Background: an optimization exercise with open tools, aiming at small area and a short achievable clock period. Do not read the settings as production practice.
Function was checked by simulation only, so behaviour that the tests miss may differ from the original.
Power and IR drop assume default switching activity.

<file path="design/flow/design.v">
package nlb_pkg;
  typedef logic [42-1:0] line_addr_t;
  typedef logic [512-1:0] line_data_t;
  typedef logic [16-1:0] tid_t;
  typedef logic [31:0] count_t;
  typedef logic [16-1:0] csr_addr_t;
  typedef logic [64-1:0] csr_data_t;
  typedef enum logic [2:0]
  {
    LPBK1 = 3'd0,
    READ = 3'd1,
    WRITE = 3'd2
  } test_mode_e;
  typedef enum logic [1:0]
  {
    IDLE,
    RUN,
    DONE
  } engine_state_e;
  typedef struct packed {
    line_addr_t src_addr;
    line_addr_t dst_addr;
    count_t num_lines;
    test_mode_e mode;
  } test_cfg_t;
  typedef struct packed {
    line_addr_t addr;
    tid_t tid;
  } mem_req_t;
  typedef struct packed {
    logic done;
    count_t num_reads;
    count_t num_writes;
  } test_status_t;
endpackage
module nlb_lpbk
(
  input  logic                Clk_400,
  input  logic                rst,
  input  logic                mmio_wr,
  input  logic                mmio_rd,
  input  nlb_pkg::csr_addr_t  mmio_addr,
  input  nlb_pkg::csr_data_t  mmio_wdata,
  output nlb_pkg::csr_data_t  mmio_rdata,
  output logic                mmio_rvalid,
  output logic                rd_req_valid,
  output nlb_pkg::mem_req_t   rd_req,
  input  logic                rd_almfull,
  input  logic                rd_rsp_valid,
  input  nlb_pkg::tid_t       rd_rsp_tid,
  input  nlb_pkg::line_data_t rd_rsp_data,
  output logic                wr_req_valid,
  output nlb_pkg::mem_req_t   wr_req,
  output nlb_pkg::line_data_t wr_data,
  input  logic                wr_almfull,
  input  logic                wr_rsp_valid
);
  localparam int AW = 42;
  localparam int DW = 512;
  localparam int RN = 8 - 1;
  localparam int CW = $clog2(8) + 1;
  localparam int EW = 16 + DW;
  logic [63:0] scratch;
  logic [2:0] ctl;
  logic [AW-1:0] src;
  logic [AW-1:0] dst;
  logic [31:0] num_lines;
  logic [2:0] mode;
  logic go;
  logic force_cmp;
  logic run;
  logic done;
  logic busy;
  logic clr;
  assign busy = run | done;
  assign clr = rst | !ctl[0];
  logic ctl_wr;
  logic cfg_wr;
  assign ctl_wr = mmio_wr && (mmio_addr == 16'h0138);
  assign cfg_wr = mmio_wr && !busy;
  logic [AW-1:0] src_n;
  logic [AW-1:0] dst_n;
  logic [31:0] num_lines_n;
  logic [2:0] mode_n;
  always_comb
  begin
    src_n = src;
    dst_n = dst;
    num_lines_n = num_lines;
    mode_n = mode;
    if (rst)
    begin
      src_n = '0;
      dst_n = '0;
      num_lines_n = '0;
      mode_n = '0;
    end
    else if (cfg_wr)
    begin
      if (mmio_addr == 16'h0120)
        src_n = mmio_wdata[AW-1:0];
      if (mmio_addr == 16'h0128)
        dst_n = mmio_wdata[AW-1:0];
      if (mmio_addr == 16'h0130)
        num_lines_n = mmio_wdata[31:0];
      if (mmio_addr == 16'h0140)
        mode_n = mmio_wdata[4:2];
    end
  end
  always_ff @(posedge Clk_400)
  begin
    src <= src_n;
    dst <= dst_n;
    num_lines <= num_lines_n;
    mode <= mode_n;
  end
  always_ff @(posedge Clk_400)
  begin
    if (rst)
    begin
      scratch <= '0;
      ctl <= '0;
      go <= 1'b0;
      force_cmp <= 1'b0;
      mmio_rvalid <= 1'b0;
    end
    else
    begin
      if (mmio_wr && (mmio_addr == 16'h0100))
        scratch <= mmio_wdata;
      if (ctl_wr)
        ctl <= mmio_wdata[2:0];
      go <= ctl_wr && mmio_wdata[1] && !busy;
      force_cmp <= ctl_wr && mmio_wdata[2];
      mmio_rvalid <= mmio_rd;
    end
  end
  logic lpbk_m;
  logic read_m;
  logic write_m;
  logic lpbk_n;
  logic read_n;
  logic write_n;
  assign lpbk_m = (mode == 3'd0);
  assign read_m = (mode == 3'd1);
  assign write_m = (mode == 3'd2);
  assign lpbk_n = (mode_n == 3'd0);
  assign read_n = (mode_n == 3'd1);
  assign write_n = (mode_n == 3'd2);
  logic [15:0] rd_idx;
  logic [AW-1:0] rd_addr;
  logic [15:0] rd_rsp_cnt;
  logic [15:0] wr_count;
  logic [15:0] wr_rsp_cnt;
  logic [3:0] in_flight;
  logic [CW-1:0] cnt;
  logic rd_ok;
  logic wr_ok;
  logic rd_ok_lp;
  logic rd_ok_rm;
  logic wr_ok_lp;
  logic wr_ok_wm;
  logic rd_go;
  logic wr_go;
  logic gen;
  logic rsp_take;
  logic push;
  logic pop;
  logic all_done;
  logic run_n;
  logic done_n;
  logic [15:0] rd_idx_n;
  logic [15:0] wr_count_n;
  logic [3:0] in_flight_n;
  logic [CW-1:0] cnt_n;
  assign rd_req_valid = rd_ok && !rd_almfull;
  assign wr_req_valid = wr_ok && !wr_almfull;
  assign rsp_take = rd_rsp_valid && run && ({16'b0, rd_rsp_tid} < num_lines);
  assign push = rsp_take && lpbk_m;
  assign pop = wr_ok_lp && !wr_almfull;
  assign gen = wr_ok_wm && !wr_almfull;
  assign wr_go = pop || gen;
  assign rd_go = (rd_ok_lp || rd_ok_rm) && !rd_almfull;
  assign all_done = read_m ? ({16'b0, rd_rsp_cnt} == num_lines)
                           : ({16'b0, wr_rsp_cnt} == num_lines);
  logic [15:0] rd_idx_p1;
  logic [15:0] wr_count_p1;
  assign rd_idx_p1 = rd_idx + 1'b1;
  assign wr_count_p1 = wr_count + 1'b1;
  always_comb
  begin
    run_n = run && !(all_done || force_cmp);
    done_n = done || (run && (all_done || force_cmp));
    if (!busy)
    begin
      run_n = go;
      done_n = 1'b0;
    end
    rd_idx_n = rd_go ? rd_idx_p1 : rd_idx;
    wr_count_n = wr_go ? wr_count_p1 : wr_count;
    case ({rd_go, pop})
      2'b10:
        in_flight_n = in_flight + 1'b1;
      2'b01:
        in_flight_n = in_flight - 1'b1;
      default:
        in_flight_n = in_flight;
    endcase
    case ({push, pop})
      2'b10:
        cnt_n = cnt + 1'b1;
      2'b01:
        cnt_n = cnt - 1'b1;
      default:
        cnt_n = cnt;
    endcase
    if (clr)
    begin
      run_n = 1'b0;
      done_n = 1'b0;
      rd_idx_n = '0;
      wr_count_n = '0;
      in_flight_n = '0;
      cnt_n = '0;
    end
  end
  always_ff @(posedge Clk_400)
  begin
    run <= run_n;
    done <= done_n;
    rd_idx <= rd_idx_n;
    wr_count <= wr_count_n;
    in_flight <= in_flight_n;
    cnt <= cnt_n;
    rd_ok <= rd_ok_lp_n || rd_ok_rm_n;
    wr_ok <= wr_ok_lp_n || wr_ok_wm_n;
    rd_ok_lp <= rd_ok_lp_n;
    rd_ok_rm <= rd_ok_rm_n;
    wr_ok_lp <= wr_ok_lp_n;
    wr_ok_wm <= wr_ok_wm_n;
  end
  logic rd_more0;
  logic rd_more1;
  logic wr_more0;
  logic wr_more1;
  logic nl_nz_n;
  logic buf_ne_n;
  logic rd_ok_lp_n;
  logic rd_ok_rm_n;
  logic wr_ok_lp_n;
  logic wr_ok_wm_n;
  assign rd_more0 = ({16'b0, rd_idx} < num_lines);
  assign rd_more1 = ({15'b0, {1'b0, rd_idx} + 17'd1} < num_lines);
  assign wr_more0 = ({16'b0, wr_count} < num_lines);
  assign wr_more1 = ({15'b0, {1'b0, wr_count} + 17'd1} < num_lines);
  assign nl_nz_n = (num_lines_n != '0);
  assign buf_ne_n = push || (cnt > CW'(1)) || ((cnt == CW'(1)) && !pop);
  always_comb
  begin
    if (clr)
    begin
      rd_ok_lp_n = 1'b0;
      rd_ok_rm_n = 1'b0;
      wr_ok_lp_n = 1'b0;
      wr_ok_wm_n = 1'b0;
    end
    else if (!busy)
    begin
      rd_ok_lp_n = go && lpbk_n && nl_nz_n;
      rd_ok_rm_n = go && read_n && nl_nz_n;
      wr_ok_lp_n = 1'b0;
      wr_ok_wm_n = go && write_n && nl_nz_n;
    end
    else
    begin
      rd_ok_lp_n = run_n && lpbk_m && !in_flight_n[3] && (rd_go ? rd_more1 : rd_more0);
      rd_ok_rm_n = run_n && read_m && (rd_go ? rd_more1 : rd_more0);
      wr_ok_lp_n = run_n && lpbk_m && buf_ne_n;
      wr_ok_wm_n = run_n && write_m && (gen ? wr_more1 : wr_more0);
    end
  end
  always_ff @(posedge Clk_400)
  begin
    if (clr)
    begin
      rd_rsp_cnt <= '0;
      wr_rsp_cnt <= '0;
    end
    else
    begin
      if (rsp_take)
        rd_rsp_cnt <= rd_rsp_cnt + 1'b1;
      if (wr_rsp_valid)
        wr_rsp_cnt <= wr_rsp_cnt + 1'b1;
    end
  end
  always_ff @(posedge Clk_400)
  begin
    if (clr || !busy)
      rd_addr <= src_n;
    else if (rd_go)
      rd_addr <= rd_addr + 1'b1;
  end
  assign rd_req.addr = rd_addr;
  assign rd_req.tid = rd_idx;
  logic [RN-1:0] wr_ptr;
  logic [RN-1:0] rd_ptr;
  logic [RN-1:0] wr_sel;
  logic [RN-1:0] rd_sel;
  logic [RN-1:0] wr_ptr_n;
  logic [RN-1:0] rd_ptr_n;
  logic in_sel;
  logic pat_sel;
  logic head_free;
  logic ram_push;
  logic ram_pop;
  assign ram_push = push && !((cnt == CW'(0)) || ((cnt == CW'(1)) && pop));
  assign ram_pop = pop && (cnt >= CW'(2));
  assign wr_ptr_n = clr ? RN'(1) : ram_push ? {wr_ptr[RN-2:0], wr_ptr[RN-1]} : wr_ptr;
  assign rd_ptr_n = clr ? RN'(1) : ram_pop ? {rd_ptr[RN-2:0], rd_ptr[RN-1]} : rd_ptr;
  always_ff @(posedge Clk_400)
  begin
    wr_ptr <= wr_ptr_n;
    rd_ptr <= rd_ptr_n;
    wr_sel <= (cnt_n == CW'(8)) ? '0 : wr_ptr_n;
    rd_sel <= (cnt_n >= CW'(2)) ? rd_ptr_n : '0;
    in_sel <= lpbk_n && (cnt_n <= CW'(1));
    pat_sel <= write_n;
    head_free <= (cnt_n == '0);
  end
  logic [EW-1:0] ram [RN];
  for (genvar i = 0; i < RN; i++)
  begin : g_ram
    always_ff @(posedge Clk_400)
    begin
      if (wr_sel[i])
        ram[i] <= {rd_rsp_tid, rd_rsp_data};
    end
  end
  logic [EW-1:0] head_d;
  logic [15:0] pat;
  assign pat = pat_sel ? wr_count_n : 16'b0;
  logic [15:0] lp_tid;
  always_comb
  begin
    lp_tid = in_sel ? rd_rsp_tid : '0;
    for (int i = 0; i < RN; i++)
      lp_tid = lp_tid | (ram[i][DW +: 16] & {16{rd_sel[i]}});
  end
  always_comb
  begin
    head_d = in_sel ? {rd_rsp_tid, rd_rsp_data} : '0;
    for (int i = 0; i < RN; i++)
      head_d = head_d | (ram[i] & {EW{rd_sel[i]}});
    head_d[DW +: 16] = head_d[DW +: 16] | pat;
    for (int k = 0; k < DW / 32; k++)
      head_d[32*k +: 16] = head_d[32*k +: 16] | pat;
  end
  logic [DW-1:0] h_data;
  logic [15:0] h_tid;
  logic [AW-1:0] h_addr;
  always_ff @(posedge Clk_400)
  begin
    if (pop || head_free)
    begin
      h_data <= head_d[DW-1:0];
      h_tid <= head_d[DW +: 16];
      if (!busy)
        h_addr <= dst_n;
      else if (pat_sel)
        h_addr <= gen ? h_addr + 1'b1 : h_addr;
      else
        h_addr <= dst + AW'(lp_tid);
    end
  end
  assign wr_data = h_data;
  assign wr_req.tid = h_tid;
  assign wr_req.addr = h_addr;
  always_ff @(posedge Clk_400)
  begin
    case (mmio_addr)
      16'h0100:
        mmio_rdata <= scratch;
      16'h0120:
        mmio_rdata <= 64'(src);
      16'h0128:
        mmio_rdata <= 64'(dst);
      16'h0130:
        mmio_rdata <= 64'(num_lines);
      16'h0138:
        mmio_rdata <= 64'(ctl);
      16'h0140:
        mmio_rdata <= 64'({mode, 2'b00});
      16'h0160:
        mmio_rdata <= 64'(done);
      16'h0168:
        mmio_rdata <= 64'(rd_rsp_cnt);
      16'h0170:
        mmio_rdata <= 64'(wr_count);
      default:
        mmio_rdata <= '0;
    endcase
  end
endmodule
</file>
<file path="design/flow/flow/run.sh">
#!/bin/bash
# The standard layout (standard.sh), with two changes to what it builds:
# - ports are buffered with buf_1 instead of the delay cell buffer_ports picks;
#   the resizer still sizes them up where timing needs it
# - clock tree synthesis inserts no dummy loads and clusters up to 25 sinks per leaf buffer
set -euo pipefail
export BUFFER_PORTS_ARGS="-buffer_cell sky130_fd_sc_hd__buf_1"
export CTS_ARGS="-sink_clustering_enable -repair_clock_nets -dont_use_dummy_load -sink_clustering_size 25 -sink_clustering_max_diameter 120"
bash standard.sh > make.log 2>&1
</file>
<file path="design/flow/standard.sh">
#!/bin/bash
# synth_recipe.tcl (not shown) runs the flow's synth.tcl, then flattens the netlist and writes it again
# the make line also repeats each setting of config.mk as NAME=value (left out here)
make -C /OpenROAD-flow-scripts/flow DESIGN_CONFIG=/design/flow/config.mk WORK_HOME=/design/flow/orfs CLKGATE_MAP_FILE= SYNTH_SCRIPT=/design/flow/synth_recipe.tcl "${@:-finish}"
</file>
<file path="design/flow/config.mk">
export PLATFORM = sky130hd
export DESIGN_NAME = nlb_lpbk
export DESIGN_NICKNAME = nlb_lpbk
export VERILOG_FILES = /design/flow/design.v
export SDC_FILE = /design/flow/constraint.sdc
export NUM_CORES = 4
export LEC_CHECK = 0
export CAP_MARGIN = 20
export CORE_MARGIN = 2
export CORE_UTILIZATION = 50
export SETUP_SLACK_MARGIN = 4.4
export SLEW_MARGIN = 20
</file>
<file path="design/flow/constraint.sdc">
create_clock -name core_clock -period 8.0 [get_ports {Clk_400}]
set_input_delay 1.6000 -clock core_clock [delete_from_list [all_inputs] [get_ports {Clk_400}]]
set_output_delay 1.6000 -clock core_clock [all_outputs]
set_load 0.01 [all_outputs]
</file>
==> results of run 1 <==
[state kept, by name, indices dropped and copies added, names as in the netlist, 32 cells and up]
register	count
mmio_rdata	64
scratch	64
rd_addr	42
num_lines	32
dst	42
src	42
ram	3696
h_data	512
h_addr	42
[worst min-delay path, cell delays in order (launching register included)]
cell,delay [ns]
dfxtp_1,0.32
nand2_1,0.05
nand2_1,0.04
[final timing paths]
kind / end / slack [ns] / cells after the start
max: wr_sel[1] / 4.37 / 19
min: mmio_rdata[35] / 0.45 / 2
max reg2reg: wr_sel[1] / 4.43 / 19
min reg2reg: mmio_rdata[35] / 0.45 / 2
[cell families after synthesis]
logic type / count (synthesis) / synth area share (%)
simple gates: 1667 / 5.09
fa+ha+maj: 110 / 0.809
compound gates: 2755 / 11.9
xor+xnor: 173 / 0.881
flops: 4672 / 79.5
mux: 45 / 0.266
buf+inv: 705 / 1.58
[synthesized netlist by cell type (6+ instances only)]
cell type / count / area [µm²]
a211o_1: 6 / 52.6
a211oi_1: 7 / 52.6
a21o_1: 25 / 188
a21oi_1: 278 / 1390
a221oi_1: 257 / 2250
a222oi_1: 12 / 120
a22o_1: 259 / 2270
a22oi_1: 1685 / 12600
a31oi_1: 9 / 56.3
and2_1: 33 / 206
and3_1: 33 / 206
and4_1: 14 / 123
buf_1: 35 / 131
buf_2: 31 / 155
clkbuf_1: 570 / 2140
dfxtp_1: 364 / 7290
edfxtp_1: 4308 / 129000
ha_1: 108 / 1350
inv_1: 65 / 244
mux2i_1: 40 / 400
nand2_1: 542 / 2030
nand2b_1: 30 / 188
nand3_1: 96 / 480
nand4_1: 575 / 3600
nor2_1: 166 / 623
nor2b_1: 24 / 150
nor3_1: 45 / 225
nor4_1: 22 / 138
nor4_4: 6 / 128
o21a_1: 11 / 82.6
o21ai_0: 114 / 571
o221ai_1: 10 / 87.6
o22ai_1: 20 / 125
o31ai_1: 15 / 113
or3_1: 30 / 188
or4_1: 11 / 82.6
xnor2_1: 80 / 701
xor2_1: 93 / 815
[cell type report]
| type | instances | share of cell area [%] |
|---|---|---|
| Timing Repair Buffer | 1529 | 3.97 |
| Inverter | 65 | 0.159 |
| Multi-Input combinational cell | 4751 | 17.6 |
| Timing Repair inverter | 1 | 0.00264 |
| Tap cell | 4557 | 3.01 |
| Sequential cell | 4672 | 72.3 |
| Antenna cell | 110 | 0.145 |
| Clock buffer | 212 | 2.80 |
[power breakdown]
part           total [mW]  switching (mW)  internal (mW)
logic               0.983           0.700          0.283
clock network        11.9            7.17           4.74
registers            27.0           0.128           26.9
total                39.9            8.00           31.9
[timing repair]
action,in CTS,in global routing
cloned,3,0
resized for setup,128,142
endpoints found under the setup margin,623,250
pin swaps,11,35
setup buffers,34,17
[per-stage QoR]
stage | utilization [%] | hold slack (ns)
after floorplan | - | 0.415
after global placement | 53.1 | 0.438
after detailed placement | 53.1 | 0.439
after CTS | 54.9 | 0.453
after global routing | 55.2 | 0.477
final | 55.2 | 0.451
[routing by layer]
layer  vias to the layer above  GRT usage (%)  part of all wire [%]
li1                      43628              -                     -
met1                     53524           39.6                    38
met2                      5160           45.4                    46
met3                      1052           8.30                    10
met4                       148           14.5                   5.3
met5                         -              0                  0.18
==> metrics.cfg, run 1 <==
[status]
status=finished clean

[timing]
final_max_slew_viol_count=0
rsz0062_at_grt=yes
tns_ns=0
setup_viol=0
period_share_pct=45.4
worst_pin_slew_ns=1.25
relSlewSlack_pct=16.9
finalHoldViolCount=0
max_freq_ghz=0.275
period_minus_slack_ns=3.63
worst_slack_ns=4.37
skew_ns=0.144

[synthesis]
yosys_warnings=2
yosysUniqueCellTypes=85
synthArstFlopShare_pct=0
synth_ff_type=edfxtp_1
ys_seq_area_share_pct=79.5
syn_area_mm2=0.172
syn_inst=10127
syn_avg_cell_area_um2=17.0
ys_seq_elements=4672
synth.net_count=10853
synth-edff-count=4308

[die]
fp.dieArea_mm2=0.349
start_util_pct=50.2
rows=215
die_h_um=590
die_x_um=590
core_area_mm2=0.343
ioPinCount=1311

[clock_network]
cts_max_path_buffers=4
cts.sink_count=4672
cts-root-buf=clkbuf_16
clkLatencyLatePin_ns=0.99
cts_tree=built
h-tree-depth=4
cts_hold_buf=0
numCtsBuffers=212
clkSlewWorstSetupHoldPaths_ns=0.10

[global_routing]
grt_max_degree=153
grt_pass1_wl_mm=747
antenna_found_initial=221
globalRouteOverflowTotal=0
first_global_vias=97091
track_usage_pct=29.8

[layout]
final_area_mm2=0.189
fin_nets=11958
syn2layout_area_growth_pct=10.1
final_cell_mix=4308 x edfxtp_1, 1684 x a22oi_1, 1291 x buf_1
instances_no_fill=15897
multi_input_area_mm2=0.0334
drive_gt1_share_pct=5.90
final_common_cell=edfxtp_1
regArea_mm2=0.137
fillers=27259

[critical_path]
crit_start=rd_rsp_tid[2]
worst-path-max-fanout=7
cp_top_family=compound AO/OA/AOI/OAI gates
startpoint_type=input port
cp_data_required_time_ns=8.86
slowest_delay_ns=0.34
critPathBufInv=5
arrival_ns=4.49
worstSetupPathType=input port to register
cp_cell_sequence=buf_12, ha_4, a21oi_2, o21ai_2, a41oi_2, a21oi_4, o41ai_4, buf_4, nand3_4, inv_2, ha_4, buf_4, inv_2, a21oi_1, a311o_1, o21ai_2, nor3_2, nand2b_4, a21oi_1
critPathCaptureType=register
cp_slowest_cell=o41ai_4
regToRegStartpoint=num_lines[2]

[power]
power_mw=39.9
ir_drop_uv=187
p_leak_nw=58.1
powerDensity_mw_per_mm2=211

[routing]
drc=0
vias_per_cell=6.51
wirelength_mm=540
dr.pass1.iters=7
ant_nets=0
routedWlPerCell_um=33.9
num_vias=103512
drt_iter0_markers=12746

[worst_hold_path]
hold_class=register to register
min_from=scratch[35]

[place]
dp_hpwl_mm=314
io_buffers=1310
dpl_cell_area_mm2=0.182
pre_cts_ws_ns=2.27
dp.cells=15520
gp_congestion=0.922

[flow_run]
maxCapViolations=0

==> run 2: changes to the inputs <==
--- a/design/flow/design.v
+++ b/design/flow/design.v
@@ -324,7 +324,7 @@
     rd_ptr <= rd_ptr_n;
     wr_sel <= (cnt_n == CW'(8)) ? '0 : wr_ptr_n;
     rd_sel <= (cnt_n >= CW'(2)) ? rd_ptr_n : '0;
-    in_sel <= lpbk_n && (cnt_n <= CW'(1));
+    in_sel <= lpbk_n && (cnt_n <= CW'(1)) && (run_n || done_n);
     pat_sel <= write_n;
     head_free <= (cnt_n == '0);
   end
==> run 2 against run 1 <==
  * Count of clock-buffer cells in the layout decreased by 1
  * Highest routed layer unchanged
  * Clock skew decreased by 0.041 ns
  * Via count increased by 0.83%
  * Largest cell class unchanged
  * Utilization about the same
  * Register-to-register slack got worse by 0.04 ns
  * Critical endpoint is now h_addr[32]
  * First-iteration DRC count about the same
  * Synthesized cell count about the same
==> metrics.cfg, run 2 <==
[timing]
relSlewSlack_pct=23.9  ; was 16.9%
whs_ns=0.416  ; was 0.451 ns
final_max_slew_viol_count=0  ; unchanged
skew_ns=0.103  ; was 0.144 ns
finalHoldViolCount=0  ; unchanged
period_minus_slack_ns=3.62  ; was 3.63 ns
setup_viol=0  ; unchanged
period_share_pct=45.3  ; was 45.4%
worst_pin_slew_ns=1.14  ; was 1.25 ns
tns_ns=0  ; unchanged
max_freq_ghz=0.276  ; was 0.275 GHz
worst_slack_ns=4.38  ; was 4.37 ns
rsz0062_at_grt=yes  ; unchanged

[layout]
reg_top3=ram: 3696 flops, h_data: 512 flops  ; unchanged
largest_reg_flops=3696  ; unchanged
regMostFlops=ram  ; unchanged
syn2layout_area_growth_pct=10.1  ; about the same
final_cell_mix=4308 x edfxtp_1, 1646 x a22oi_1, 1288 x buf_1  ; was 4308 x edfxtp_1, 1684 x a22oi_1, 1291 x buf_1
final_common_cell=edfxtp_1  ; unchanged
drive_gt1_share_pct=6.27  ; was 5.90%
fin_nets=11980  ; about the same
fillers=27047  ; was 27.3k
instances_no_fill=15933  ; about the same

[critical_path]
worstSetupPathType=input port to register  ; unchanged
cp_top_family=simple AND/OR/NAND/NOR gates  ; was compound AO/OA/AOI/OAI gates
crit_start=rd_rsp_tid[12]  ; was rd_rsp_tid[2]
cp_data_required_time_ns=8.68  ; was 8.86 ns
startpoint_type=input port  ; unchanged
critPathCaptureType=register  ; unchanged
slowest_delay_ns=0.40  ; was 0.34 ns
arrival_ns=4.30  ; was 4.49 ns
regToRegStartpoint=in_sel  ; was num_lines[2]
crit_top_cell=or3_1
worst-path-max-fanout=9  ; was 7
cp_slowest_cell=ha_4  ; was o41ai_4
critPathBufInv=1  ; was 5
cp_cell_sequence=buf_2, a22oi_1, nand4_1, ha_4, nand2_1, or3_1, o21ba_4, and2_4, or3_1, xnor2_1, a21oi_1  ; was buf_12, ha_4, a21oi_2, o21ai_2, a41oi_2, a21oi_4, o41ai_4, buf_4, nand3_4, inv_2, ha_4, buf_4, inv_2, a21oi_1, a311o_1, o21ai_2, nor3_2, nand2b_4, a21oi_1

[routing]
wirelength_mm=543  ; was 540 mm
drt_iter0_markers=12743  ; about the same
routedWlPerCell_um=34.1  ; was 33.9 µm
drc=0  ; unchanged
dr.pass1.iters=10  ; was 7
vias_per_cell=6.55  ; was 6.51
ant_nets=0  ; unchanged
num_vias=104369  ; about the same

[die]
core_area_mm2=0.342  ; was 0.343 mm²
die_x_um=590  ; about the same
die_h_um=590  ; about the same
ioPinCount=1311  ; unchanged
fp.dieArea_mm2=0.348  ; was 0.349 mm²
rows=215  ; unchanged
start_util_pct=50.1  ; was 50.2%

[synthesis]
synth.most_common_cell=edfxtp_1  ; unchanged
yosysUniqueCellTypes=78  ; was 85
synth_ff_type=edfxtp_1  ; unchanged
syn_avg_cell_area_um2=17.0  ; about the same
yosysTopAreaCellShare_pct=75.4  ; was 75.2%
ys_seq_elements=4672  ; unchanged
netlist_top_cells_count=4308 x edfxtp_1, 1651 x a22oi_1, 615 x clkbuf_1, 587 x nand2_1, 557 x nand4_1  ; was 4308 x edfxtp_1, 1685 x a22oi_1, 575 x nand4_1, 570 x clkbuf_1, 542 x nand2_1
synth-edff-count=4308  ; unchanged
syn_area_mm2=0.172  ; about the same
syn_inst=10120  ; about the same
synthArstFlopShare_pct=0  ; unchanged
ys_seq_area_share_pct=79.6  ; was 79.5%
yosys_warnings=2  ; unchanged
synth.net_count=10846  ; was 10.9k
synth_area_leaders=edfxtp_1 75%, a22oi_1 7.2%, dfxtp_1 4.2%  ; was edfxtp_1 75%, a22oi_1 7.4%, dfxtp_1 4.2%
synth_top_area_cell=edfxtp_1  ; unchanged

[clock_network]
numCtsBuffers=211  ; was 212
cts_tree=built  ; unchanged
clkLatencyLatePin_ns=0.96  ; was 0.99 ns
clkSlewWorstSetupHoldPaths_ns=0.11  ; was 0.10 ns
cts_max_path_buffers=4  ; unchanged
cts-root-buf=clkbuf_16  ; unchanged
h-tree-depth=4  ; unchanged
cts.sink_count=4672  ; unchanged

[worst_hold_path]
hold_class=register to register  ; unchanged
min_from=src[30]  ; was scratch[35]

[status]
status=finished clean  ; unchanged

[global_routing]
track_usage_pct=30.1  ; was 29.8%
antenna_found_initial=235  ; was 221
first_global_vias=98387  ; was 97.1k
globalRouteOverflowTotal=0  ; unchanged
grt_pass1_wl_mm=754  ; was 747 mm
grt_max_degree=145  ; was 153

[flow_run]
maxCapViolations=0  ; unchanged

[place]
gp_congestion=0.940  ; was 0.922
io_buffers=1310  ; unchanged
dp_hpwl_mm=319  ; was 314 mm
dp.cells=15535  ; about the same
pre_cts_ws_ns=2.45  ; was 2.27 ns

[power]
powerDensity_mw_per_mm2=207  ; was 211 mW/mm²
ir_drop_uv=169  ; was 187 µV
p_leak_nw=59.5  ; was 58.1 nW

-- run 2: cell types whose count changed in the layout (fill, tap and decap cells not counted), moves of 11 or more --
| cell | change |
|---|---|
| buf_4 | +50 |
| xnor2_1 | +17 |
| nand4_1 | -18 |
| nand3_1 | -33 |
| a22oi_1 | -38 |
| buf_12 | -11 |
| nor2b_1 | -16 |
| a222oi_1 | +26 |
| nor2_1 | +11 |
| diode_2 | +14 |
| nand2_1 | +43 |
-- run 2: layout make-up --
class                           count  area [µm²]  share of cell area, %
Sequential cell                  4672      137000                   72.4
Multi-Input combinational cell   4737       33100                   17.5
Timing Repair Buffer             1562        7480                   3.96
Tap cell                         4557        5700                   3.02
Clock buffer                      211        5280                   2.79
Antenna cell                      124         310                  0.164
Inverter                           69         304                  0.161
Timing Repair inverter              1        5.00                0.00265
-- run 2: worst paths after layout --
kind / depth (start not counted) / slack [ns] / end
hold reg to reg: 2 / 0.42 / mmio_rdata[30]
hold / removal: 2 / 0.42 / mmio_rdata[30]
setup / recovery: 11 / 4.38 / h_addr[32]
setup reg to reg: 7 / 4.39 / h_data[422]
-- run 2: cells by family (layout without fill, tap and decap cells) --
| family | after synthesis | count (layout) | synth area share, % |
|---|---|---|---|
| AND/OR/NAND/NOR | 1684 | 1685 | 5.08 |
| flip-flops | 4672 | 4672 | 79.6 |
| multiplexers | 38 | 38 | 0.223 |
| buffers and inverters | 712 | 1843 | 1.57 |
| adder cells (fa/ha/maj) | 110 | 110 | 0.810 |
| XOR/XNOR | 185 | 185 | 0.944 |
| other | 0 | 124 | 0 |
| AO/OA/AOI/OAI | 2719 | 2719 | 11.8 |
-- run 2: what timing repair did --
item / in CTS / in global routing
buffers inserted: 37 / 23
endpoints found under the setup margin: 521 / 233
endpoints found under the hold margin: 0 / 0
pin swaps: 15 / 42
gates resized for setup: 118 / 144
cloned: 2 / 1
hold buffers: 0 / 0
-- run 2: metal layers --
| metal | part of all wire [%] | vias to the layer above | track usage [%] |
|---|---|---|---|
| li1 | - | 43604 | - |
| met1 | 38 | 53991 | 39.5 |
| met2 | 46 | 5550 | 46.4 |
| met3 | 10 | 1098 | 7.55 |
| met4 | 5.7 | 126 | 15.7 |
| met5 | 0.15 | - | 0 |
-- run 2: worst register-to-register path, delay by kind of cell, from the launching register on --
kind / cells / cell delay [ns]
buffers and inverters: 4 / 2.38
flip-flops: 1 / 0.58
AND/OR/NAND/NOR: 1 / 0.15
AO/OA/AOI/OAI: 2 / 0.31
-- run 2: stage by stage --
step / utilization, % / total power, mW / cell area, µm²
after detailed placement: 53.1 / 27.7 / 182000
after global placement: 53.1 / 27.6 / 182000
after global routing: 55.2 / 40.1 / 189000
after floorplan: - / 27.3 / 172000
after CTS: 54.9 / 39.2 / 188000
final: 55.2 / 39.1 / 189000
-- run 2: power by group --
group	total, mW	internal, mW	switching [mW]
sequential	26.7	26.7	0.0401
clock	11.9	4.71	7.20
combinational	0.438	0.0839	0.354
==> run 3: changes to the inputs <==
--- a/design/flow/design.v
+++ b/design/flow/design.v
@@ -154,8 +154,8 @@
   logic [15:0] wr_rsp_cnt;
   logic [3:0] in_flight;
   logic [CW-1:0] cnt;
-  logic rd_ok;
-  logic wr_ok;
+  logic rd_blk;
+  logic wr_blk;
   logic rd_ok_lp;
   logic rd_ok_rm;
   logic wr_ok_lp;
@@ -173,8 +173,8 @@
   logic [15:0] wr_count_n;
   logic [3:0] in_flight_n;
   logic [CW-1:0] cnt_n;
-  assign rd_req_valid = rd_ok && !rd_almfull;
-  assign wr_req_valid = wr_ok && !wr_almfull;
+  assign rd_req_valid = !(rd_blk || rd_almfull);
+  assign wr_req_valid = !(wr_blk || wr_almfull);
   assign rsp_take = rd_rsp_valid && run && ({16'b0, rd_rsp_tid} < num_lines);
   assign push = rsp_take && lpbk_m;
   assign pop = wr_ok_lp && !wr_almfull;
@@ -206,14 +206,6 @@
       default:
         in_flight_n = in_flight;
     endcase
-    case ({push, pop})
-      2'b10:
-        cnt_n = cnt + 1'b1;
-      2'b01:
-        cnt_n = cnt - 1'b1;
-      default:
-        cnt_n = cnt;
-    endcase
     if (clr)
     begin
       run_n = 1'b0;
@@ -221,7 +213,6 @@
       rd_idx_n = '0;
       wr_count_n = '0;
       in_flight_n = '0;
-      cnt_n = '0;
     end
   end
   always_ff @(posedge Clk_400)
@@ -232,8 +223,8 @@
     wr_count <= wr_count_n;
     in_flight <= in_flight_n;
     cnt <= cnt_n;
-    rd_ok <= rd_ok_lp_n || rd_ok_rm_n;
-    wr_ok <= wr_ok_lp_n || wr_ok_wm_n;
+    rd_blk <= !(rd_ok_lp_n || rd_ok_rm_n);
+    wr_blk <= !(wr_ok_lp_n || wr_ok_wm_n);
     rd_ok_lp <= rd_ok_lp_n;
     rd_ok_rm <= rd_ok_rm_n;
     wr_ok_lp <= wr_ok_lp_n;
@@ -307,26 +298,55 @@
   logic [RN-1:0] rd_ptr;
   logic [RN-1:0] wr_sel;
   logic [RN-1:0] rd_sel;
-  logic [RN-1:0] wr_ptr_n;
   logic [RN-1:0] rd_ptr_n;
   logic in_sel;
   logic pat_sel;
   logic head_free;
   logic ram_push;
   logic ram_pop;
-  assign ram_push = push && !((cnt == CW'(0)) || ((cnt == CW'(1)) && pop));
   assign ram_pop = pop && (cnt >= CW'(2));
-  assign wr_ptr_n = clr ? RN'(1) : ram_push ? {wr_ptr[RN-2:0], wr_ptr[RN-1]} : wr_ptr;
   assign rd_ptr_n = clr ? RN'(1) : ram_pop ? {rd_ptr[RN-2:0], rd_ptr[RN-1]} : rd_ptr;
+  logic [CW-1:0] cnt_c [2];
+  logic [RN-1:0] wr_ptr_c [2];
+  logic [RN-1:0] wr_sel_c [2];
+  logic [RN-1:0] rd_sel_c [2];
+  logic in_sel_c [2];
+  logic head_free_c [2];
+  always_comb
+  begin
+    for (int p = 0; p < 2; p++)
+    begin
+      case ({p == 1, pop})
+        2'b10:
+          cnt_c[p] = cnt + 1'b1;
+        2'b01:
+          cnt_c[p] = cnt - 1'b1;
+        default:
+          cnt_c[p] = cnt;
+      endcase
+      ram_push = (p == 1) && !((cnt == CW'(0)) || ((cnt == CW'(1)) && pop));
+      wr_ptr_c[p] = ram_push ? {wr_ptr[RN-2:0], wr_ptr[RN-1]} : wr_ptr;
+      if (clr)
+      begin
+        cnt_c[p] = '0;
+        wr_ptr_c[p] = RN'(1);
+      end
+      wr_sel_c[p] = (cnt_c[p] == CW'(8)) ? '0 : wr_ptr_c[p];
+      rd_sel_c[p] = (cnt_c[p] >= CW'(2)) ? rd_ptr_n : '0;
+      in_sel_c[p] = lpbk_n && (cnt_c[p] <= CW'(1));
+      head_free_c[p] = (cnt_c[p] == '0);
+    end
+  end
+  assign cnt_n = push ? cnt_c[1] : cnt_c[0];
   always_ff @(posedge Clk_400)
   begin
-    wr_ptr <= wr_ptr_n;
+    wr_ptr <= push ? wr_ptr_c[1] : wr_ptr_c[0];
     rd_ptr <= rd_ptr_n;
-    wr_sel <= (cnt_n == CW'(8)) ? '0 : wr_ptr_n;
-    rd_sel <= (cnt_n >= CW'(2)) ? rd_ptr_n : '0;
-    in_sel <= lpbk_n && (cnt_n <= CW'(1)) && (run_n || done_n);
+    wr_sel <= push ? wr_sel_c[1] : wr_sel_c[0];
+    rd_sel <= push ? rd_sel_c[1] : rd_sel_c[0];
+    in_sel <= push ? in_sel_c[1] : in_sel_c[0];
     pat_sel <= write_n;
-    head_free <= (cnt_n == '0);
+    head_free <= push ? head_free_c[1] : head_free_c[0];
   end
   logic [EW-1:0] ram [RN];
   for (genvar i = 0; i < RN; i++)
@@ -340,12 +360,12 @@
   logic [EW-1:0] head_d;
   logic [15:0] pat;
   assign pat = pat_sel ? wr_count_n : 16'b0;
-  logic [15:0] lp_tid;
+  logic [15:0] ram_tid;
   always_comb
   begin
-    lp_tid = in_sel ? rd_rsp_tid : '0;
+    ram_tid = '0;
     for (int i = 0; i < RN; i++)
-      lp_tid = lp_tid | (ram[i][DW +: 16] & {16{rd_sel[i]}});
+      ram_tid = ram_tid | (ram[i][DW +: 16] & {16{rd_sel[i]}});
   end
   always_comb
   begin
@@ -370,7 +390,7 @@
       else if (pat_sel)
         h_addr <= gen ? h_addr + 1'b1 : h_addr;
       else
-        h_addr <= dst + AW'(lp_tid);
+        h_addr <= in_sel ? dst + AW'(rd_rsp_tid) : dst + AW'(ram_tid);
     end
   end
   assign wr_data = h_data;
--- a/design/flow/config.mk
+++ b/design/flow/config.mk
@@ -8,5 +8,5 @@
 export CAP_MARGIN = 20
 export CORE_MARGIN = 2
 export CORE_UTILIZATION = 50
-export SETUP_SLACK_MARGIN = 4.4
+export SETUP_SLACK_MARGIN = 4.5
 export SLEW_MARGIN = 20
==> run 3 against run 2 <==
  * Still clean
  * Clock power is essentially flat
  * Non-clock buffer count grew 23
  * Combinational power increased by 130%
  * Flip-flop and latch count unchanged
  * Global-route usage decreased by 0.81 points
  * Critical path depth is 6 higher
  * First-iteration DRC count grew 0.38%
  * Highest routed layer unchanged
==> metrics.cfg, run 3 <==
[status]
status=finished clean  ; unchanged

[global_routing]
grt_max_degree=148  ; was 145
antenna_found_initial=197  ; was 235
grt_pass1_wl_mm=738  ; was 754 mm
globalRouteOverflowTotal=0  ; unchanged
track_usage_pct=29.2  ; was 30.1%
first_global_vias=97270  ; was 98.4k

[synthesis]
ys_seq_elements=4672  ; unchanged
yosysUniqueCellTypes=81  ; was 78
synth_top_area_cell=edfxtp_1  ; unchanged
syn_area_mm2=0.172  ; about the same
synth.most_common_cell=edfxtp_1  ; unchanged
synth_area_leaders=edfxtp_1 75%, a22oi_1 7.4%, dfxtp_1 4.2%  ; was edfxtp_1 75%, a22oi_1 7.2%, dfxtp_1 4.2%
syn_inst=10100  ; about the same
synth.net_count=10826  ; about the same
netlist_top_cells_count=4308 x edfxtp_1, 1686 x a22oi_1, 589 x clkbuf_1, 562 x nand2_1, 550 x nand4_1  ; was 4308 x edfxtp_1, 1651 x a22oi_1, 615 x clkbuf_1, 587 x nand2_1, 557 x nand4_1
yosysTopAreaCellShare_pct=75.3  ; was 75.4%
synth_ff_type=edfxtp_1  ; unchanged
syn_avg_cell_area_um2=17.0  ; about the same
synthArstFlopShare_pct=0  ; unchanged
yosys_warnings=8  ; was 2
ys_seq_area_share_pct=79.5  ; was 79.6%
synth-edff-count=4308  ; unchanged

[worst_hold_path]
min_to=scratch[56]  ; was mmio_rdata[30]
min_path_cells=2  ; unchanged
min_from=scratch[56]  ; was src[30]
hold_class=register to register  ; unchanged

[clock_network]
numCtsBuffers=213  ; was 211
cts_tree=built  ; unchanged
cts-root-buf=clkbuf_16  ; unchanged
cts.sink_count=4672  ; unchanged
cts_max_path_buffers=4  ; unchanged
clkLatencyLatePin_ns=0.97  ; was 0.96 ns
clkSlewWorstSetupHoldPaths_ns=0.10  ; was 0.11 ns
h-tree-depth=4  ; unchanged

[place]
dpl_cell_area_mm2=0.182  ; about the same
dp_hpwl_mm=300  ; was 319 mm
io_buffers=1310  ; unchanged
gp_congestion=0.933  ; was 0.940
dp.cells=15508  ; about the same
pre_cts_ws_ns=2.39  ; was 2.45 ns

[die]
die_h_um=590  ; about the same
start_util_pct=50.2  ; was 50.1%
ioPinCount=1311  ; unchanged
rows=215  ; unchanged
die_x_um=590  ; about the same
fp.dieArea_mm2=0.349  ; was 0.348 mm²
core_area_mm2=0.343  ; was 0.342 mm²

[timing]
rsz0062_at_grt=yes  ; unchanged
period_share_pct=45.7  ; was 45.3%
finalHoldViolCount=0  ; unchanged
worst_slack_ns=4.34  ; was 4.38 ns
max_freq_ghz=0.273  ; was 0.276 GHz
final_max_slew_viol_count=0  ; unchanged
setup_viol=0  ; unchanged
worst_pin_slew_ns=1.10  ; was 1.14 ns
skew_ns=0.108  ; was 0.103 ns
whs_ns=0.452  ; was 0.416 ns
tns_ns=0  ; unchanged
relSlewSlack_pct=26.4  ; was 23.9%
period_minus_slack_ns=3.66  ; was 3.62 ns

[flow_run]
maxCapViolations=0  ; unchanged

[layout]
regMostFlops=ram  ; unchanged
syn2layout_area_growth_pct=10.4  ; was 10.1%
reg_top3=ram: 3696 flops, h_data: 512 flops  ; unchanged
final_area_mm2=0.190  ; was 0.189 mm²
fin_nets=11992  ; about the same
instances_no_fill=15929  ; about the same
fillers=27021  ; about the same
final_cell_mix=4308 x edfxtp_1, 1680 x a22oi_1, 1287 x buf_1  ; was 4308 x edfxtp_1, 1646 x a22oi_1, 1288 x buf_1
drive_gt1_share_pct=6.58  ; was 6.27%
post-route-util_pct=55.4  ; was 55.2%
largest_reg_flops=3696  ; unchanged
final_common_cell=edfxtp_1  ; unchanged

[critical_path]
cp_data_required_time_ns=8.68  ; about the same
regToRegStartpoint=rd_sel[1]  ; was in_sel
r2r_slack_ns=4.44  ; was 4.39 ns
r2r.worst_path.cells=16  ; was 7
worst-path-max-fanout=4  ; was 9
startpoint_type=input port  ; unchanged
arrival_ns=4.34  ; was 4.30 ns
worstSetupPathType=input port to register  ; unchanged
r2r_end=h_addr[30]  ; was h_data[422]
critPathCaptureType=register  ; unchanged

[routing]
drc=0  ; unchanged
vias_per_cell=6.48  ; was 6.55
dr.pass1.iters=7  ; was 10
num_vias=103184  ; was 104k
ant_nets=0  ; unchanged
routedWlPerCell_um=33.2  ; was 34.1 µm
wirelength_mm=529  ; was 543 mm
drt_iter0_markers=12792  ; was 12.7k

[power]
powerDensity_mw_per_mm2=210  ; was 207 mW/mm²
power_mw=39.9  ; was 39.1 mW
ir_drop_uv=191  ; was 169 µV
p_leak_nw=58.7  ; was 59.5 nW

-- run 3: cell count changes in the layout (fill, tap and decap cells not counted), sizes merged, moves of 26 or more --
cell,change
a222oi,-27
a22oi,+35
xor2,+34
nand3,+26
o21ai,-46
mux2,+41
-- run 3: worst max-delay path by stage --
| stage | start | to | cells after the start |
|---|---|---|---|
| 2_1_floorplan | wr_almfull | h_addr[0] | 4 |
| 3_5_place_dp | rd_rsp_tid[10] | h_addr[37] | 12 |
| 3_3_place_gp | rd_rsp_tid[10] | h_addr[37] | 12 |
| 4_1_cts | rd_rsp_tid[12] | h_addr[40] | 13 |
| 5_1_grt | rd_rsp_tid[2] | h_addr[14] | 14 |
| 6_report | rd_rsp_tid[0] | h_addr[30] | 17 |
-- run 3: cell type report --
cell class	count	area (µm²)	share of cell area, %
timing repair buffer	1585	8040	4.24
clock buffer	213	5330	2.81
sequential	4672	137000	72.1
tap	4557	5700	3.00
inverter	63	251	0.133
antenna	108	270	0.142
multi-input combinational	4731	33400	17.6
-- run 3: cell families (layout without fill, tap and decap cells) --
kind of cell | count (synthesis) | after routing | synth area share (%)
simple gates | 1636 | 1637 | 4.88
xor+xnor | 209 | 209 | 1.06
other cells | 0 | 108 | 0
fa+ha+maj | 111 | 111 | 0.815
mux | 84 | 84 | 0.528
flops | 4672 | 4672 | 79.5
compound gates | 2690 | 2690 | 11.7
buf+inv | 698 | 1861 | 1.54
-- run 3: where the power goes --
part           total [mW]  internal [mW]  switching, mW  leakage [nW]
clock network        11.9           4.76           7.18          2.63
logic               0.986          0.289          0.697          12.4
registers            27.0           26.9          0.122          43.6
total                39.9           31.9           8.00          58.7
-- run 3: critical path, cell delays in order --
cell and delay, ns:
buf_8 0.07, a22oi_2 0.05, and4_1 0.18, a21oi_2 0.11, ha_2 0.19, inv_2 0.04
fa_2 0.34, nor2b_2 0.14, o31a_1 0.16, o31a_1 0.28, o311ai_4 0.13, buf_6 0.17
a211oi_4 0.31, buf_4 0.18, nand4_1 0.11, xor2_1 0.18, a21oi_1 0.08
-- run 3: metal layers --
layer	global-route usage [%]	wire length (µm)	vias to the layer above
met5	0	806	-
met4	11.7	22500	130
met3	8.31	56500	871
met2	44.2	241000	4989
met1	40.2	208000	53638
li1	-	-	43556
-- run 3: timing repair --
action                     4_1_cts  5_1_grt
pin swaps                       43       45
resized for setup              169      109
setup buffers                   63       35
setup endpoints to repair      589      204
cloned                           0        1
hold buffers                     0        0
==> run 4: changes to the inputs <==
--- a/design/flow/config.mk
+++ b/design/flow/config.mk
@@ -8,5 +8,5 @@
 export CAP_MARGIN = 20
 export CORE_MARGIN = 2
 export CORE_UTILIZATION = 50
-export SETUP_SLACK_MARGIN = 4.5
+export SETUP_SLACK_MARGIN = 4.7
 export SLEW_MARGIN = 20
==> run 4 against run 3 <==
  * Flip-flop and latch count unchanged
  * Register-to-register slack got worse by 0.03 ns
  * Count of clock-buffer cells in the layout unchanged
  * Utilization increased by 0.41 points
==> metrics.cfg, run 4 <==
[critical_path]
regToRegStartpoint=rd_sel[1]  ; unchanged
r2r_end=h_addr[30]  ; unchanged
critPathCaptureType=register  ; unchanged
worst-path-max-fanout=4  ; unchanged
cp_cell_sequence=buf_8, a22oi_2, and4_1, a21oi_2, ha_2, inv_2, fa_2, nor2b_4, o31a_1, o31a_1, o311ai_4, buf_6, a211oi_4, buf_4, mux2_4, o211ai_1  ; was buf_8, a22oi_2, and4_1, a21oi_2, ha_2, inv_2, fa_2, nor2b_2, o31a_1, o31a_1, o311ai_4, buf_6, a211oi_4, buf_4, nand4_1, xor2_1, a21oi_1
crit_top_cell=o31a_1  ; unchanged
r2r_slack_ns=4.41  ; was 4.44 ns
slowest_delay_ns=0.33  ; was 0.34 ns
cp_data_required_time_ns=8.77  ; was 8.68 ns
endpoint=h_addr[40]  ; was h_addr[30]
worstSetupPathType=input port to register  ; unchanged
crit_start=rd_rsp_tid[0]  ; unchanged
cp_slowest_cell=o31a_1  ; was fa_2
r2r.worst_path.cells=16  ; unchanged
arrival_ns=4.45  ; was 4.34 ns
startpoint_type=input port  ; unchanged

[place]
gp_congestion=0.933  ; unchanged
dp_hpwl_mm=300  ; unchanged
dp.cells=15508  ; unchanged
dpl_cell_area_mm2=0.182  ; unchanged
io_buffers=1310  ; unchanged

[routing]
wirelength_mm=536  ; was 529 mm
drc=0  ; unchanged
dr.pass1.iters=6  ; was 7
vias_per_cell=6.49  ; was 6.48
drt_iter0_markers=12975  ; was 12.8k
num_vias=103851  ; was 103k
routedWlPerCell_um=33.5  ; was 33.2 µm
ant_nets=0  ; unchanged

[synthesis]
synthArstFlopShare_pct=0  ; unchanged
synth.most_common_cell=edfxtp_1  ; unchanged
synth.net_count=10826  ; unchanged
syn_inst=10100  ; unchanged
synth_ff_type=edfxtp_1  ; unchanged
yosys_warnings=8  ; unchanged
yosysUniqueCellTypes=81  ; unchanged
syn_avg_cell_area_um2=17.0  ; unchanged
netlist_top_cells_count=4308 x edfxtp_1, 1686 x a22oi_1, 589 x clkbuf_1, 562 x nand2_1, 550 x nand4_1  ; unchanged
yosysTopAreaCellShare_pct=75.3  ; unchanged
synth-edff-count=4308  ; unchanged
synth_top_area_cell=edfxtp_1  ; unchanged
ys_seq_elements=4672  ; unchanged
ys_seq_area_share_pct=79.5  ; unchanged
syn_area_mm2=0.172  ; unchanged
synth_area_leaders=edfxtp_1 75%, a22oi_1 7.4%, dfxtp_1 4.2%  ; unchanged

[layout]
final_common_cell=edfxtp_1  ; unchanged
final_cell_mix=4308 x edfxtp_1, 1678 x a22oi_1, 1175 x buf_1  ; was 4308 x edfxtp_1, 1680 x a22oi_1, 1287 x buf_1
regArea_mm2=0.137  ; about the same
fin_nets=12079  ; was 12.0k
instances_no_fill=16009  ; was 15.9k
post-route-util_pct=55.8  ; was 55.4%
multi_input_area_mm2=0.0337  ; was 0.0334 mm²
largest_reg_flops=3696  ; unchanged
drive_gt1_share_pct=8.70  ; was 6.58%
syn2layout_area_growth_pct=11.2  ; was 10.4%
regMostFlops=ram  ; unchanged
reg_top3=ram: 3696 flops, h_data: 512 flops  ; unchanged
fillers=26941  ; was 27.0k
final_area_mm2=0.191  ; was 0.190 mm²

[power]
p_sw_mw=8.01  ; was 8.00 mW
power_frac_comb_pct=2.5  ; about the same
p_leak_nw=59.6  ; was 58.7 nW
internal_power_mw=31.9  ; about the same
pwr-share-clk_pct=29.9  ; about the same
powerDensity_mw_per_mm2=209  ; was 210 mW/mm²
ir_drop_uv=192  ; was 191 µV
switching_share_pct=20.1  ; was 20.0%
seqPwrFrac_pct=67.6  ; about the same

[die]
ioPinCount=1311  ; unchanged
die_h_um=590  ; unchanged
rows=215  ; unchanged
fp.dieArea_mm2=0.349  ; unchanged
core_area_mm2=0.343  ; unchanged
start_util_pct=50.2  ; unchanged
die_x_um=590  ; unchanged

[timing]
final_max_slew_viol_count=0  ; unchanged
relSlewSlack_pct=26.6  ; was 26.4%
max_freq_ghz=0.271  ; was 0.273 GHz
worst_pin_slew_ns=1.10  ; about the same
period_share_pct=46.1  ; was 45.7%
rsz0062_at_grt=yes  ; unchanged
period_minus_slack_ns=3.69  ; was 3.66 ns
skew_ns=0.111  ; was 0.108 ns
setup_viol=0  ; unchanged
tns_ns=0  ; unchanged
whs_ns=0.452  ; about the same
finalHoldViolCount=0  ; unchanged

[global_routing]
globalRouteOverflowTotal=0  ; unchanged
first_global_vias=97640  ; was 97.3k
grt_pass1_wl_mm=743  ; was 738 mm
track_usage_pct=29.5  ; was 29.2%
antenna_found_initial=196  ; was 197
grt_max_degree=148  ; unchanged

[clock_network]
clkSlewWorstSetupHoldPaths_ns=0.10  ; about the same
cts_max_path_buffers=4  ; unchanged
cts_hold_buf=0  ; unchanged
clkLatencyLatePin_ns=0.97  ; about the same
cts-root-buf=clkbuf_16  ; unchanged
h-tree-depth=4  ; unchanged
numCtsBuffers=213  ; unchanged
cts.sink_count=4672  ; unchanged
cts_tree=built  ; unchanged

[status]
status=finished clean  ; unchanged

[worst_hold_path]
hold_class=register to register  ; unchanged

[flow_run]
maxCapViolations=0  ; unchanged

[run 4: cell count changes in the layout (fill, tap and decap cells not counted), moves of 6 or more]
cell	previous run	this run
and4_4	3	9
buf_1	1287	1175
buf_2	5	86
buf_4	183	240
buf_6	35	58
buf_8	6	13
clkbuf_2	4	23
dfxtp_1	334	320
dfxtp_2	11	22
diode_2	108	101
[run 4: cell type report]
type                       count  share of cell area [%]
inverter                      63                   0.136
timing repair buffer        1670                    4.79
clock buffer                 213                    2.79
tap                         4557                    2.98
multi-input combinational   4733                    17.6
sequential                  4672                    71.5
antenna                      101                   0.132
[run 4: how the worst min path moves through the flow]
stage | from | end | slack, ns | cells after the start
floorplan | scratch[42] | scratch[42] | 0.43 | 2
global placement | scratch[56] | scratch[56] | 0.43 | 2
detailed placement | scratch[48] | mmio_rdata[48] | 0.44 | 1
CTS | scratch[44] | scratch[44] | 0.45 | 2
global route | scratch[44] | scratch[44] | 0.48 | 2
finish | scratch[44] | scratch[44] | 0.45 | 2
[run 4: cells by family after synthesis]
| group | Yosys count | share of synthesized area [%] |
|---|---|---|
| XOR/XNOR | 209 | 1.06 |
| buffers and inverters | 698 | 1.54 |
| adder cells (fa/ha/maj) | 111 | 0.815 |
| flip-flops | 4672 | 79.5 |
| AND/OR/NAND/NOR | 1636 | 4.88 |
| multiplexers | 84 | 0.528 |
| AO/OA/AOI/OAI | 2690 | 11.7 |
[run 4: layer usage]
| layer | track usage, % | routed length (µm) |
|---|---|---|
| met3 | 8.45 | 58300 |
| met4 | 12.2 | 23800 |
| met5 | 0 | 791 |
| met1 | 40.4 | 208000 |
| met2 | 44.5 | 245000 |
[run 4: power groups by stage]
| stage | sequential [mW] | clock [mW] | combinational, mW |
|---|---|---|---|
| after detailed placement | 27.5 | 0 | 0.939 |
| final | 27.0 | 11.9 | 1.00 |
| after CTS | 27.0 | 12.1 | 0.974 |
| after global routing | 27.0 | 12.9 | 1.08 |
| after floorplan | 27.6 | 0 | 0.232 |
| after global placement | 27.5 | 0 | 0.898 |
[run 4: critical path, delay by kind of cell]
kind	cells	cell delay, ns
compound gates	7	1.36
buf+inv	4	0.55
simple gates	2	0.28
mux	1	0.25
fa+ha+maj	2	0.40
[run 4: timing repair]
item	4_1_cts	5_1_grt
pin swaps	64	58
endpoints found under the setup margin	905	273
gates resized for setup	379	146
cloned	4	7
setup buffers	118	57
[run 4: metrics by stage]
stage | setup WS (ns) | power (mW)
after floorplan | 0.888 | 27.8
after global placement | 2.54 | 28.4
after detailed placement | 2.39 | 28.5
after CTS | 4.40 | 40.1
after global routing | 4.29 | 40.9
final | 4.31 | 39.9
==> run 5: changes to the inputs <==
--- a/design/flow/design.v
+++ b/design/flow/design.v
@@ -333,7 +333,7 @@
       end
       wr_sel_c[p] = (cnt_c[p] == CW'(8)) ? '0 : wr_ptr_c[p];
       rd_sel_c[p] = (cnt_c[p] >= CW'(2)) ? rd_ptr_n : '0;
-      in_sel_c[p] = lpbk_n && (cnt_c[p] <= CW'(1));
+      in_sel_c[p] = lpbk_n && (cnt_c[p] <= CW'(1)) && (run_n || done_n);
       head_free_c[p] = (cnt_c[p] == '0);
     end
   end
@@ -376,6 +376,36 @@
     for (int k = 0; k < DW / 32; k++)
       head_d[32*k +: 16] = head_d[32*k +: 16] | pat;
   end
+  logic [AW-17:0] dst_hi_p1;
+  logic [15:0] lp_s [2];
+  logic lp_c [2];
+  logic [15:0] lp_g [5];
+  logic [15:0] lp_p [5];
+  logic [15:0] lp_t;
+  always_ff @(posedge Clk_400)
+    dst_hi_p1 <= dst[AW-1:16] + 1'b1;
+  always_comb
+  begin
+    for (int k = 0; k < 2; k++)
+    begin
+      lp_t = (k == 1) ? rd_rsp_tid : ram_tid;
+      lp_g[0] = dst[15:0] & lp_t;
+      lp_p[0] = dst[15:0] ^ lp_t;
+      for (int l = 0; l < 4; l++)
+      begin
+        lp_g[l + 1] = lp_g[l];
+        lp_p[l + 1] = lp_p[l];
+        for (int i = 0; i < 16; i++)
+          if (i >= (1 << l))
+          begin
+            lp_g[l + 1][i] = lp_g[l][i] | (lp_p[l][i] & lp_g[l][i - (1 << l)]);
+            lp_p[l + 1][i] = lp_p[l][i] & lp_p[l][i - (1 << l)];
+          end
+      end
+      lp_s[k] = lp_p[0] ^ {lp_g[4][14:0], 1'b0};
+      lp_c[k] = lp_g[4][15];
+    end
+  end
   logic [DW-1:0] h_data;
   logic [15:0] h_tid;
   logic [AW-1:0] h_addr;
@@ -390,7 +420,8 @@
       else if (pat_sel)
         h_addr <= gen ? h_addr + 1'b1 : h_addr;
       else
-        h_addr <= in_sel ? dst + AW'(rd_rsp_tid) : dst + AW'(ram_tid);
+        h_addr <= in_sel ? {lp_c[1] ? dst_hi_p1 : dst[AW-1:16], lp_s[1]}
+                         : {lp_c[0] ? dst_hi_p1 : dst[AW-1:16], lp_s[0]};
     end
   end
   assign wr_data = h_data;
--- a/design/flow/config.mk
+++ b/design/flow/config.mk
@@ -8,5 +8,5 @@
 export CAP_MARGIN = 20
 export CORE_MARGIN = 2
 export CORE_UTILIZATION = 50
-export SETUP_SLACK_MARGIN = 4.7
+export SETUP_SLACK_MARGIN = 4.4
 export SLEW_MARGIN = 20
==> run 5 against run 4 <==
  * Sequential power about the same
  * Combinational power decreased by 54%
  * Via count increased by 0.18%
  * Final area decreased by 0.56%
  * Area after synthesis increased by 0.78%
  * Die area increased by 0.77%
  * First-iteration DRC count decreased by 5.8%
  * Clock power about the same
  * Non-clock buffer count decreased by 124
  * Wire length decreased by 0.25%
  * Critical endpoint is now h_addr[17]
  * Largest power group unchanged
==> metrics.cfg, run 5 <==
[global_routing]
first_global_vias=98395  ; was 97.6k
grt_max_degree=130  ; was 148
grt_pass1_wl_mm=743  ; about the same
track_usage_pct=29.3  ; was 29.5%
antenna_found_initial=222  ; was 196
globalRouteOverflowTotal=0  ; unchanged

[timing]
period_minus_slack_ns=3.78  ; was 3.69 ns
rsz0062_at_grt=yes  ; unchanged
worst_pin_slew_ns=1.16  ; was 1.10 ns
finalHoldViolCount=0  ; unchanged
period_share_pct=47.2  ; was 46.1%
worst_slack_ns=4.22  ; was 4.31 ns
relSlewSlack_pct=22.5  ; was 26.6%
setup_viol=0  ; unchanged
final_max_slew_viol_count=0  ; unchanged
skew_ns=0.124  ; was 0.111 ns
whs_ns=0.458  ; was 0.452 ns
max_freq_ghz=0.265  ; was 0.271 GHz

[synthesis]
ys_seq_elements=4698  ; was 4672
synth_top_area_cell=edfxtp_1  ; unchanged
synthArstFlopShare_pct=0  ; unchanged
syn_inst=10265  ; was 10.1k
yosysTopAreaCellShare_pct=74.7  ; was 75.3%
synth_ff_type=edfxtp_1  ; unchanged
synth-edff-count=4308  ; unchanged
syn_area_mm2=0.173  ; was 0.172 mm²
synth.most_common_cell=edfxtp_1  ; unchanged
ys_seq_area_share_pct=79.2  ; was 79.5%
synth_area_leaders=edfxtp_1 75%, a22oi_1 6.9%, dfxtp_1 4.5%  ; was edfxtp_1 75%, a22oi_1 7.4%, dfxtp_1 4.2%
yosysUniqueCellTypes=79  ; was 81
netlist_top_cells_count=4308 x edfxtp_1, 1582 x a22oi_1, 621 x nand2_1, 572 x clkbuf_1, 550 x nand4_1  ; was 4308 x edfxtp_1, 1686 x a22oi_1, 589 x clkbuf_1, 562 x nand2_1, 550 x nand4_1
syn_avg_cell_area_um2=16.9  ; was 17.0 µm²
synth.net_count=11008  ; was 10.8k
yosys_warnings=12  ; was 8

[layout]
fillers=27446  ; was 26.9k
syn2layout_area_growth_pct=9.74  ; was 11.2%
drive_gt1_share_pct=5.17  ; was 8.70%
multi_input_area_mm2=0.0338  ; was 0.0337 mm²
instances_no_fill=16080  ; was 16.0k
reg_top3=ram: 3696 flops, h_data: 512 flops  ; unchanged
regMostFlops=ram  ; unchanged
final_cell_mix=4308 x edfxtp_1, 1582 x a22oi_1, 1290 x buf_1  ; was 4308 x edfxtp_1, 1678 x a22oi_1, 1175 x buf_1
fin_nets=12134  ; about the same
largest_reg_flops=3696  ; unchanged
regArea_mm2=0.137  ; about the same
final_common_cell=edfxtp_1  ; unchanged

[power]
p_leak_nw=60.3  ; was 59.6 nW
ir_drop_uv=181  ; was 192 µV
power_mw=39.2  ; was 39.9 mW
powerDensity_mw_per_mm2=206  ; was 209 mW/mm²

[die]
core_area_mm2=0.345  ; was 0.343 mm²
die_x_um=593  ; was 590 µm
fp.dieArea_mm2=0.351  ; was 0.349 mm²
ioPinCount=1311  ; unchanged
die_h_um=593  ; was 590 µm
rows=216  ; was 215
start_util_pct=50.2  ; about the same

[critical_path]
regToRegStartpoint=rd_sel[4]  ; was rd_sel[1]
r2r_slack_ns=4.32  ; was 4.41 ns
arrival_ns=4.47  ; was 4.45 ns
cp_cell_sequence=clkbuf_4, ha_1, inv_1, fa_1, nand2b_4, a21o_1, a211oi_2, nor2_1, o31a_1, nor3_4, buf_6, clkbuf_16, mux2i_1, a21oi_1  ; was buf_8, a22oi_2, and4_1, a21oi_2, ha_2, inv_2, fa_2, nor2b_4, o31a_1, o31a_1, o311ai_4, buf_6, a211oi_4, buf_4, mux2_4, o211ai_1
worst-path-max-fanout=10  ; was 4
worstSetupPathType=input port to register  ; unchanged
r2r.worst_path.cells=14  ; was 16
slowest_delay_ns=0.39  ; was 0.33 ns
cp_slowest_cell=fa_1  ; was o31a_1
critPathBufInv=4  ; unchanged
cp_top_family=compound AO/OA/AOI/OAI gates  ; unchanged
critPathCaptureType=register  ; unchanged
cp_data_required_time_ns=8.70  ; was 8.77 ns
r2r_end=h_addr[17]  ; was h_addr[30]
startpoint_type=input port  ; unchanged

[worst_hold_path]
hold_class=register to register  ; unchanged
min_from=scratch[51]  ; was scratch[44]
min_path_cells=2  ; unchanged
min_to=scratch[51]  ; was scratch[44]

[flow_run]
maxCapViolations=0  ; unchanged

[status]
status=finished clean  ; unchanged

[clock_network]
clkSlewWorstSetupHoldPaths_ns=0.10  ; about the same
cts_max_path_buffers=4  ; unchanged
cts-root-buf=clkbuf_16  ; unchanged
numCtsBuffers=211  ; was 213
cts_hold_buf=0  ; unchanged
h-tree-depth=4  ; unchanged
cts_tree=built  ; unchanged
clkLatencyLatePin_ns=0.99  ; was 0.97 ns
cts.sink_count=4698  ; was 4672

[routing]
vias_per_cell=6.47  ; was 6.49
drc=0  ; unchanged
ant_nets=0  ; unchanged
wirelength_mm=535  ; was 536 mm
dr.pass1.iters=6  ; unchanged
routedWlPerCell_um=33.3  ; was 33.5 µm
drt_iter0_markers=12221  ; was 13.0k
num_vias=104039  ; about the same

[place]
dp_hpwl_mm=313  ; was 300 mm
pre_cts_ws_ns=2.80  ; was 2.39 ns
gp_congestion=0.917  ; was 0.933
io_buffers=1310  ; unchanged
dp.cells=15704  ; was 15.5k

==> run 5: layout make-up <==
type                    instances  share of cell area (%)
diodes                        113                   0.149
well taps                    4578                    3.01
clock buffers                 211                    2.78
multi-input cells            4883                    17.8
repair buffers               1546                    4.01
flip-flops and latches       4698                    72.2
inverters                      51                   0.103
==> run 5: what timing repair did <==
item                                    4_1_cts  5_1_grt
endpoints found under the setup margin      314       77
gates cloned                                  3        1
resized for setup                            59       48
hold endpoints to repair                      0        0
pin swaps                                     7       35
setup buffers                                33       15
==> run 5: per-layer routing <==
layer  vias up  track usage (%)  share of wire [%]
met3      1014             7.68                9.9
met4       124             14.6                5.3
met1     53799             38.5                 38
li1      44094                -                  -
met5         -                0               0.15
met2      5008             45.5                 47
==> run 5: metrics by stage <==
stage | setup TNS (ns) | util (%) | area (µm²)
after floorplan | -52.79 | - | 173000
after global placement | 0 | 53.1 | 184000
after detailed placement | 0 | 53.1 | 184000
after CTS | 0 | 54.9 | 190000
after global routing | 0 | 55.0 | 190000
final | 0 | 55.0 | 190000
==> run 5: where the power goes <==
part | leakage, nW | internal (mW) | switching (mW)
Sequential | 44.8 | 26.8 | 0.0401
Combinational | 12.9 | 0.0874 | 0.377
Clock | 2.60 | 4.72 | 7.21
==> run 5: worst register-to-register path: stages, from the launching register on <==
cell and delay [ns]:
dfxtp_4 0.39, buf_4 0.23, a222oi_1 0.36, nand3_1 0.18
ha_1 0.35, nor2b_2 0.19, o31a_1 0.34, o211ai_1 0.28
a31oi_2 0.19, a221oi_2 0.37, nor3_4 0.08, buf_6 0.15
clkbuf_16 0.17, mux2i_1 0.15, a21oi_1 0.09
==> run 5: worst max-delay path by stage <==
stage | to | startpoint | cells after the start | slack [ns]
final | h_addr[17] | rd_rsp_tid[0] | 14 | 4.22
after detailed placement | h_addr[37] | rd_rsp_tid[1] | 12 | 2.80
after floorplan | h_addr[0] | wr_almfull | 4 | -1.26
after CTS | wr_req_valid | wr_almfull | 3 | 4.40
after global routing | h_addr[19] | rd_rsp_tid[0] | 14 | 4.20
after global placement | h_addr[36] | rd_rsp_tid[1] | 12 | 2.86
==> run 5: kinds of logic (layout without fill, tap and decap cells) <==
group | count (synthesis) | count (layout) | share of synthesized area, %
XOR/XNOR | 208 | 208 | 1.05
buffers and inverters | 684 | 1808 | 1.52
AO/OA/AOI/OAI | 2726 | 2726 | 11.7
multiplexers | 113 | 113 | 0.670
adder cells (fa/ha/maj) | 127 | 127 | 0.930
other | 0 | 113 | 0
flip-flops | 4698 | 4698 | 79.2
AND/OR/NAND/NOR | 1709 | 1709 | 4.99

-- what the ideal ports hide --
No port has a modelled driver above. Below, the same layouts with a new extraction and two added sets of constraints.
Step 1 assumes that a clkbuf_16 drives the clock port and a buf_2 every other input.
Step 2 adds t to the input delays and takes it off the output delays; t is the mean of the earliest and latest rising clock arrival at the registers after step 1. Input paths then give back, and output paths get back, about the clock's delay inside the block.
a / b / c = no drivers / after step 1 / after step 2; a / b = the first two.
| run | t, ns | setup slack, ns | hold WS [ns] | worst setup path after step 2 | worst data-port slew with drivers (ns) |
|---|---|---|---|---|---|
| run 1 | 1.012 | 4.369 / 4.337 / 3.402 | 0.451 / 0.451 / 0.451 | input to register | 0.35 |
| run 2 | 1.039 | 4.378 / 4.344 / 3.391 | 0.416 / 0.416 / 0.416 | input to register | 0.27 |
| run 3 | 1.021 | 4.342 / 4.373 / 3.352 | 0.452 / 0.452 / 0.452 | input to register | 0.25 |
| run 4 | 1.013 | 4.314 / 4.351 / 3.338 | 0.452 / 0.452 / 0.452 | input to register | 0.25 |
| run 5 | 1.040 | 4.225 / 4.122 / 3.081 | 0.458 / 0.458 / 0.458 | input to register | 0.28 |
After both steps every run listed still meets setup and hold. The setup slack of run 5, which loses most, moves by -0.103 ns with the drivers and by -1.144 ns with both steps.
